What follows belongs to an exercise in optimizing a design on an open flow for small area; a production flow would make more cautious choices. In this exercise RTL edits were held to simulation tests only and were not proved equivalent to the original. Power figures rest on the tool's default switching activity, not on a simulated workload.

JK:
Design mmu_tx_regs_top, start of the top module:
module mmu_tx_regs_top (
        input  wire         clk_sys,
        input  wire         rst,
        input  wire         cpu_rd,
        input  wire         cpu_wr,
        input  wire [23:0]  cpu_addr,
        input  wire [31:0]  cpu_wdata,
        input  wire [31:0]  sts_pkt_sta,
        input  wire [10:0]  sts_hacc_sn,
        input  wire [10:0]  sts_ddr_rsp_sn,
        input  wire [2:0]   sts_seq_info,
        input  wire [10:0]  sts_online_beat,
        input  wire [5:0]   sts_bd_sta,
        input  wire [31:0]  err_flags,
        input  wire [13:0]  events,
        input  wire         cnt_clr,
        output wire [10:0]  online_beat,
        output wire [31:0]  rd_data,
        output wire         rd_valid
);
        mmu_tx_regs regs_i (
                .clk_sys         (clk_sys),
                .rst             (rst),
                .cpu_rd          (cpu_rd),
                .cpu_wr          (cpu_wr),
                .cpu_addr        (cpu_addr),
                .cpu_wdata       (cpu_wdata),
                .sts_pkt_sta     (sts_pkt_sta),
                .sts_hacc_sn     (sts_hacc_sn),
                .sts_ddr_rsp_sn  (sts_ddr_rsp_sn),
                .sts_seq_info    (sts_seq_info),
                .sts_online_beat (sts_online_beat),
                .sts_bd_sta      (sts_bd_sta),
                .err_flags       (err_flags),
                .events          (events),
                .cnt_clr         (cnt_clr),
                .online_beat     (online_beat),
                .rd_data         (rd_data),
                .rd_valid        (rd_valid)
        );
endmodule
==> module mmu_tx_inc, before the edit <==
module mmu_tx_inc #(
        parameter int w = 28
) (
        input  wire [w-1:0]  a,
        input  wire          ci,
        output logic [w-1:0] y
);
        localparam int ng = (w + 3) / 4;
        logic [ng-1:0] grp_all;
        logic [ng:0] grp_ci;
        logic [w-1:0] c;
        always_comb begin
                for (int g = 0; g < ng; g++) begin
                        grp_all[g] = 1'b1;
                        for (int k = 4*g; k < 4*g + 4 && k < w; k++) begin
                                grp_all[g] = grp_all[g] & a[k];
                        end
                end
                grp_ci[0] = ci;
                for (int g = 0; g < ng; g++) begin
                        grp_ci[g+1] = grp_ci[g] & grp_all[g];
                end
                for (int g = 0; g < ng; g++) begin
                        c[4*g] = grp_ci[g];
                        for (int k = 4*g + 1; k < 4*g + 4 && k < w; k++) begin
                                c[k] = c[k-1] & a[k-1];
                        end
                end
                y = a ^ c;
        end
endmodule
Settings: LEC_CHECK=0, CAP_MARGIN=20, CORE_MARGIN=2, CORE_UTILIZATION=40, GPL_TIMING_DRIVEN=0, SLEW_MARGIN=20; clock period 4.0 ns.
standard.sh (not shown) runs the stock make flow with config.mk's settings and CLKGATE_MAP_FILE= SYNTH_SCRIPT=/design/flow/synth_recipe.tcl, a recipe that flattens the netlist after the stock synthesis.
==> flow/flow/run.sh <==
#!/bin/bash
# Layout with the standard ORFS flow (standard.sh), changing only:
#  - the cell buffer_ports uses for the port buffers (a plain buf_1
#    instead of the default delay cell), every port is still buffered
#  - clock tree synthesis without dummy loads and with small buffers
# Each make step writes its own log under orfs/logs; make's output
# goes to standard.log in this folder.
set -euo pipefail
export BUFFER_PORTS_ARGS="-buffer_cell sky130_fd_sc_hd__buf_1"
export CTS_ARGS="-sink_clustering_enable -repair_clock_nets -dont_use_dummy_load -buf_list sky130_fd_sc_hd__clkbuf_8 -sink_clustering_size 16 -sink_clustering_max_diameter 60"
bash standard.sh finish > standard.log 2>&1
The flow did not stop early for JK: all stages ran, and the layout cleared the timing, DRC and antenna checks.
Changes in MS relative to JK:
diff --git a/flow/design.v b/flow/design.v
--- a/flow/design.v
+++ b/flow/design.v
@@ -235,5 +235,5 @@
         localparam int ng = (w + 3) / 4;
         logic [ng-1:0] grp_all;
-        logic [ng:0] grp_ci;
+        logic [ng-1:0] grp_ci;
         logic [w-1:0] c;
         always_comb begin
@@ -244,12 +244,14 @@
                         end
                 end
-                grp_ci[0] = ci;
                 for (int g = 0; g < ng; g++) begin
-                        grp_ci[g+1] = grp_ci[g] & grp_all[g];
+                        grp_ci[g] = ci;
+                        for (int j = 0; j < g; j++) begin
+                                grp_ci[g] = grp_ci[g] & grp_all[j];
+                        end
                 end
-                for (int g = 0; g < ng; g++) begin
-                        c[4*g] = grp_ci[g];
-                        for (int k = 4*g + 1; k < 4*g + 4 && k < w; k++) begin
-                                c[k] = c[k-1] & a[k-1];
+                for (int k = 0; k < w; k++) begin
+                        c[k] = grp_ci[k/4];
+                        for (int j = 4*(k/4); j < k; j++) begin
+                                c[k] = c[k] & a[j];
                         end
                 end
Findings:
- Between JK and MS, the total combinational power figures differ only marginally.
- Area taken by multi-input logic gates grows slightly when moving from JK to MS.
- Summary: with JK as the reference, placer congestion estimate in MS moved up by a few percent.
- Any difference in die area between JK and MS is small enough to ignore.
- On internal power, MS tracks JK almost exactly.
- Per the comparison of MS with JK, final cell utilization of the core did not really move; multiplexer share of the synthesized area rose by 0.29 points; setup slack grew by 0.027 ns; register-to-register slack saw an increase; worst hold slack now sits higher.

---

mmu_tx_regs_top, a different RTL version from the one above (not shown whole).
For scale: ~2300 cells after synthesis, about 590 flip-flops, ~230 I/O pins, about 26000 um2 of cells after synthesis.
==> module mmu_tx_ctrl_regs, before the edit <==
module mmu_tx_ctrl_regs (
        input  wire         clk_sys,
        input  wire         rst,
        input  wire         cfg_wr,
        input  wire         err_wr,
        input  wire [31:0]  wdata,
        input  wire [31:0]  err_flags,
        output logic [10:0] online_beat,
        output logic [31:0] err_q
);
        always_ff @(posedge clk_sys or posedge rst) begin
                if (rst) begin
                        online_beat <= mmu_tx_regs_pkg::beat_init;
                end else if (cfg_wr) begin
                        online_beat <= wdata[10:0];
                end
        end
        always_ff @(posedge clk_sys or posedge rst) begin
                if (rst) begin
                        err_q <= '0;
                end else begin
                        err_q <= (err_q & ~(err_wr ? wdata : 32'd0)) | err_flags;
                end
        end
endmodule
==> module mmu_tx_cnt_bank, before the edit <==
module mmu_tx_cnt_bank (
        input  wire                  clk_sys,
        input  wire                  rst,
        input  wire                  cpu_wr,
        input  wire [13:0]           sel_cnt,
        input  wire [3:0]            off,
        input  wire [31:0]           wdata,
        input  wire [27:0]           wr_hi_q,
        input  wire [13:0]           events,
        input  wire                  cnt_clr,
        output logic [27:0]          rd_hi,
        output logic [3:0]           rd_lo,
        output logic                 rd_pend
);
        localparam int n = 14;
        localparam int lo_w = 4;
        localparam int hi_w = 32 - lo_w;
        logic clr;
        logic clr_d;
        logic [3:0] rot;
        logic [3:0] rot2;
        logic [n-1:0] rot_hot;
        logic [n-1:0] head;
        logic [4:0] sum_a;
        logic [4:0] sum_b;
        logic [3:0] slot;
        logic cnt_hit;
        logic [n-1:0] sel_slot;
        logic [n-1:0] ld_cnt;
        logic [n-1:0] ld_slot;
        logic [n-1:0] rd_sel_q;
        logic wr_q;
        logic [lo_w-1:0] lo_q [n];
        logic [n-1:0] pend_q;
        logic [hi_w-1:0] hi_q [n];
        logic [hi_w-1:0] hi_inc;
        logic pend_head;
        assign clr = cnt_clr;
        always_ff @(posedge clk_sys or posedge rst) begin
                if (rst) begin
                        rot <= '0;
                        clr_d <= 1'b0;
                        wr_q <= 1'b0;
                end else begin
                        if (rot == 4'd13) begin
                                rot <= '0;
                        end else begin
                                rot <= rot + 4'd1;
                        end
                        clr_d <= clr;
                        wr_q <= cpu_wr;
                end
        end
        always_comb begin
                for (int s = 0; s < n; s++) begin
                        rot_hot[s] = (rot == 4'(s));
                end
                for (int i = 0; i < n; i++) begin
                        head[i] = rot_hot[n-1-i];
                end
        end
        assign rot2 = rot + 4'd2;
        assign sum_a = {1'b0, off} + {1'b0, rot};
        assign sum_b = {1'b0, off} + {1'b0, rot2};
        assign slot = sum_b[4] ? sum_b[3:0] : sum_a[3:0];
        assign cnt_hit = |sel_cnt;
        always_comb begin
                for (int s = 0; s < n; s++) begin
                        sel_slot[s] = cnt_hit && (slot == 4'(s));
                end
                for (int s = 0; s < n; s++) begin
                        ld_slot[s] = wr_q && rd_sel_q[(s + n - 1) % n];
                end
        end
        assign ld_cnt = {n{cpu_wr}} & sel_cnt;
        always_ff @(posedge clk_sys or posedge rst) begin
                if (rst) begin
                        for (int i = 0; i < n; i++) begin
                                lo_q[i] <= '0;
                        end
                        pend_q <= '0;
                end else begin
                for (int i = 0; i < n; i++) begin
                        if (clr) begin
                                lo_q[i] <= '0;
                                pend_q[i] <= 1'b0;
                        end else if (ld_cnt[i]) begin
                                lo_q[i] <= wdata[lo_w-1:0];
                                pend_q[i] <= 1'b0;
                        end else begin
                                lo_q[i] <= lo_q[i] + lo_w'(events[i]);
                                pend_q[i] <= (events[i] && (&lo_q[i])) || (pend_q[i] && !head[i]);
                        end
                end
                end
        end
        always_comb begin
                pend_head = 1'b0;
                for (int i = 0; i < n; i++) begin
                        pend_head = pend_head | (head[i] & pend_q[i]);
                end
        end
        mmu_tx_inc #(.w(hi_w)) ring_inc_i (
                .a  (hi_q[n-1]),
                .ci (pend_head),
                .y  (hi_inc)
        );
        logic [n-1:0] hold_slot, load_slot;
        logic [hi_w-1:0] hi_prev [n];
        logic [hi_w-1:0] hi_nxt [n];
        assign hold_slot = ~ld_slot & {n{~clr_d}};
        assign load_slot = ld_slot & {n{~clr_d}};
        always_comb begin
                for (int s = 0; s < n; s++) begin
                        hi_prev[s] = (s == 0) ? hi_inc : hi_q[(s + n - 1) % n];
                        hi_nxt[s] = ({hi_w{hold_slot[s]}} & hi_prev[s]) |
                                    ({hi_w{load_slot[s]}} & wr_hi_q);
                end
        end
        always_ff @(posedge clk_sys or posedge rst) begin
                if (rst) begin
                        for (int s = 0; s < n; s++) begin
                                hi_q[s] <= '0;
                        end
                end else begin
                        for (int s = 0; s < n; s++) begin
                                hi_q[s] <= hi_nxt[s];
                        end
                end
        end
        always_comb begin
                rd_lo = '0;
                rd_pend = 1'b0;
                for (int i = 0; i < n; i++) begin
                        rd_lo = rd_lo | ({lo_w{sel_cnt[i]}} & lo_q[i]);
                        rd_pend = rd_pend | (sel_cnt[i] & pend_q[i] & !head[i]);
                end
        end
        always_ff @(posedge clk_sys) begin
                for (int s = 0; s < n; s++) begin
                        rd_sel_q[s] <= sel_slot[(s + n - 1) % n];
                end
        end
        always_comb begin
                rd_hi = '0;
                for (int s = 0; s < n; s++) begin
                        rd_hi = rd_hi | ({hi_w{rd_sel_q[s]}} & hi_q[s]);
                end
        end
endmodule
export LEC_CHECK = 0
export CAP_MARGIN = 20
export CORE_MARGIN = 2
export CORE_UTILIZATION = 40
export GPL_TIMING_DRIVEN = 0
export SLEW_MARGIN = 20
create_clock -name core_clock -period 4.0 [get_ports {clk_sys}]
==> flow/flow/run.sh <==
#!/bin/bash
# Layout with the standard ORFS flow (standard.sh), changing only:
#  - the cell buffer_ports uses for the port buffers (a plain buf_2
#    instead of the default delay cell), every port is still buffered
#  - clock tree synthesis without dummy loads and with small buffers
# Each make step writes its own log under orfs/logs; make's output
# goes to standard.log in this folder.
set -euo pipefail
export BUFFER_PORTS_ARGS="-buffer_cell sky130_fd_sc_hd__buf_2"
export CTS_ARGS="-sink_clustering_enable -repair_clock_nets -dont_use_dummy_load -buf_list sky130_fd_sc_hd__clkbuf_8 -sink_clustering_size 16 -sink_clustering_max_diameter 60"
bash standard.sh finish > standard.log 2>&1
The starting point went through all stages and came out clean.
==> next run, changes <==
--- a/flow/design.v
+++ b/flow/design.v
@@ -78,13 +78,13 @@
                 if (rst) begin
                         online_beat <= mmu_tx_regs_pkg::beat_init;
                 end else if (cfg_wr) begin
                         online_beat <= wdata[10:0];
                 end
         end
-        always_ff @(posedge clk_sys or posedge rst) begin
+        always_ff @(posedge clk_sys) begin
                 if (rst) begin
                         err_q <= '0;
                 end else begin
                         err_q <= (err_q & ~(err_wr ? wdata : 32'd0)) | err_flags;
                 end
         end
@@ -126,27 +126,21 @@
         logic wr_q;
         logic [lo_w-1:0] lo_q [n];
         logic [n-1:0] pend_q;
         logic [hi_w-1:0] hi_q [n];
         logic [hi_w-1:0] hi_inc;
         logic pend_head;
-        assign clr = cnt_clr;
-        always_ff @(posedge clk_sys or posedge rst) begin
-                if (rst) begin
+        assign clr = cnt_clr | rst;
+        always_ff @(posedge clk_sys) begin
+                if (rst || rot == 4'd13) begin
                         rot <= '0;
-                        clr_d <= 1'b0;
-                        wr_q <= 1'b0;
                 end else begin
-                        if (rot == 4'd13) begin
-                                rot <= '0;
-                        end else begin
-                                rot <= rot + 4'd1;
-                        end
-                        clr_d <= clr;
-                        wr_q <= cpu_wr;
+                        rot <= rot + 4'd1;
                 end
+                clr_d <= clr;
+                wr_q <= cpu_wr;
         end
         always_comb begin
                 for (int s = 0; s < n; s++) begin
                         rot_hot[s] = (rot == 4'(s));
                 end
                 for (int i = 0; i < n; i++) begin
@@ -164,32 +158,25 @@
                 end
                 for (int s = 0; s < n; s++) begin
                         ld_slot[s] = wr_q && rd_sel_q[(s + n - 1) % n];
                 end
         end
         assign ld_cnt = {n{cpu_wr}} & sel_cnt;
-        always_ff @(posedge clk_sys or posedge rst) begin
-                if (rst) begin
-                        for (int i = 0; i < n; i++) begin
-                                lo_q[i] <= '0;
-                        end
-                        pend_q <= '0;
-                end else begin
+        always_ff @(posedge clk_sys) begin
                 for (int i = 0; i < n; i++) begin
                         if (clr) begin
                                 lo_q[i] <= '0;
                                 pend_q[i] <= 1'b0;
                         end else if (ld_cnt[i]) begin
                                 lo_q[i] <= wdata[lo_w-1:0];
                                 pend_q[i] <= 1'b0;
                         end else begin
                                 lo_q[i] <= lo_q[i] + lo_w'(events[i]);
                                 pend_q[i] <= (events[i] && (&lo_q[i])) || (pend_q[i] && !head[i]);
                         end
                 end
-                end
         end
         always_comb begin
                 pend_head = 1'b0;
                 for (int i = 0; i < n; i++) begin
                         pend_head = pend_head | (head[i] & pend_q[i]);
                 end
@@ -208,21 +195,15 @@
                 for (int s = 0; s < n; s++) begin
                         hi_prev[s] = (s == 0) ? hi_inc : hi_q[(s + n - 1) % n];
                         hi_nxt[s] = ({hi_w{hold_slot[s]}} & hi_prev[s]) |
                                     ({hi_w{load_slot[s]}} & wr_hi_q);
                 end
         end
-        always_ff @(posedge clk_sys or posedge rst) begin
-                if (rst) begin
-                        for (int s = 0; s < n; s++) begin
-                                hi_q[s] <= '0;
-                        end
-                end else begin
-                        for (int s = 0; s < n; s++) begin
-                                hi_q[s] <= hi_nxt[s];
-                        end
+        always_ff @(posedge clk_sys) begin
+                for (int s = 0; s < n; s++) begin
+                        hi_q[s] <= hi_nxt[s];
                 end
         end
         always_comb begin
                 rd_lo = '0;
                 rd_pend = 1'b0;
                 for (int i = 0; i < n; i++) begin
The changed run ran to the end with no violations. Clock-buffer cell count is lower by 1. Clock power shrinks slightly. Utilization drops by 0.11 points. Final cell count goes down by a few percent. Die area falls by a little under a tenth. Worst setup slack degrades by 73 ps. First-iteration DRC count rises slightly. Combinational power came out lower by roughly a tenth.

## what the ideal ports hide
Ports are ideal in the flow. The routed layouts listed here were re-timed in OpenROAD. Step 1 (the two cells are an assumption about what drives the block):
set clk [get_ports {clk_sys}]
set_driving_cell -lib_cell sky130_fd_sc_hd__clkbuf_16 $clk
set_driving_cell -lib_cell sky130_fd_sc_hd__buf_2 [delete_from_list [all_inputs] $clk]
Step 2 moves the port delays by t, midway between the first and last clock arrival at a register: inputs arrive t later, outputs are due t later. That takes back most of the time a late clock gives input paths. Slacks: ideal ports / drivers / drivers and shift; pairs: ideal ports / drivers.
run	t, ns	slack for setup (ns)	worst setup path after step 2	clock arrival spread, ns	worst slew at a driven data input, ns
JK	0.715	0.140 / 0.140 / 0.140	register to register	0.154 / 0.154	0.09
MS	0.730	0.167 / 0.167 / 0.017	input to register	0.144 / 0.145	0.09
the first run of note 2	0.733	0.149 / 0.149 / -0.017	input to register	0.131 / 0.131	0.08
the second run of note 2	0.734	0.076 / 0.076 / 0.076	register to register	0.127 / 0.126	0.10
Met with ideal ports but missed after step 2: setup timing in the first run of note 2. For the first run of note 2, which loses most, drivers alone change the setup slack by 0.000 ns; drivers and shift together by -0.166 ns.
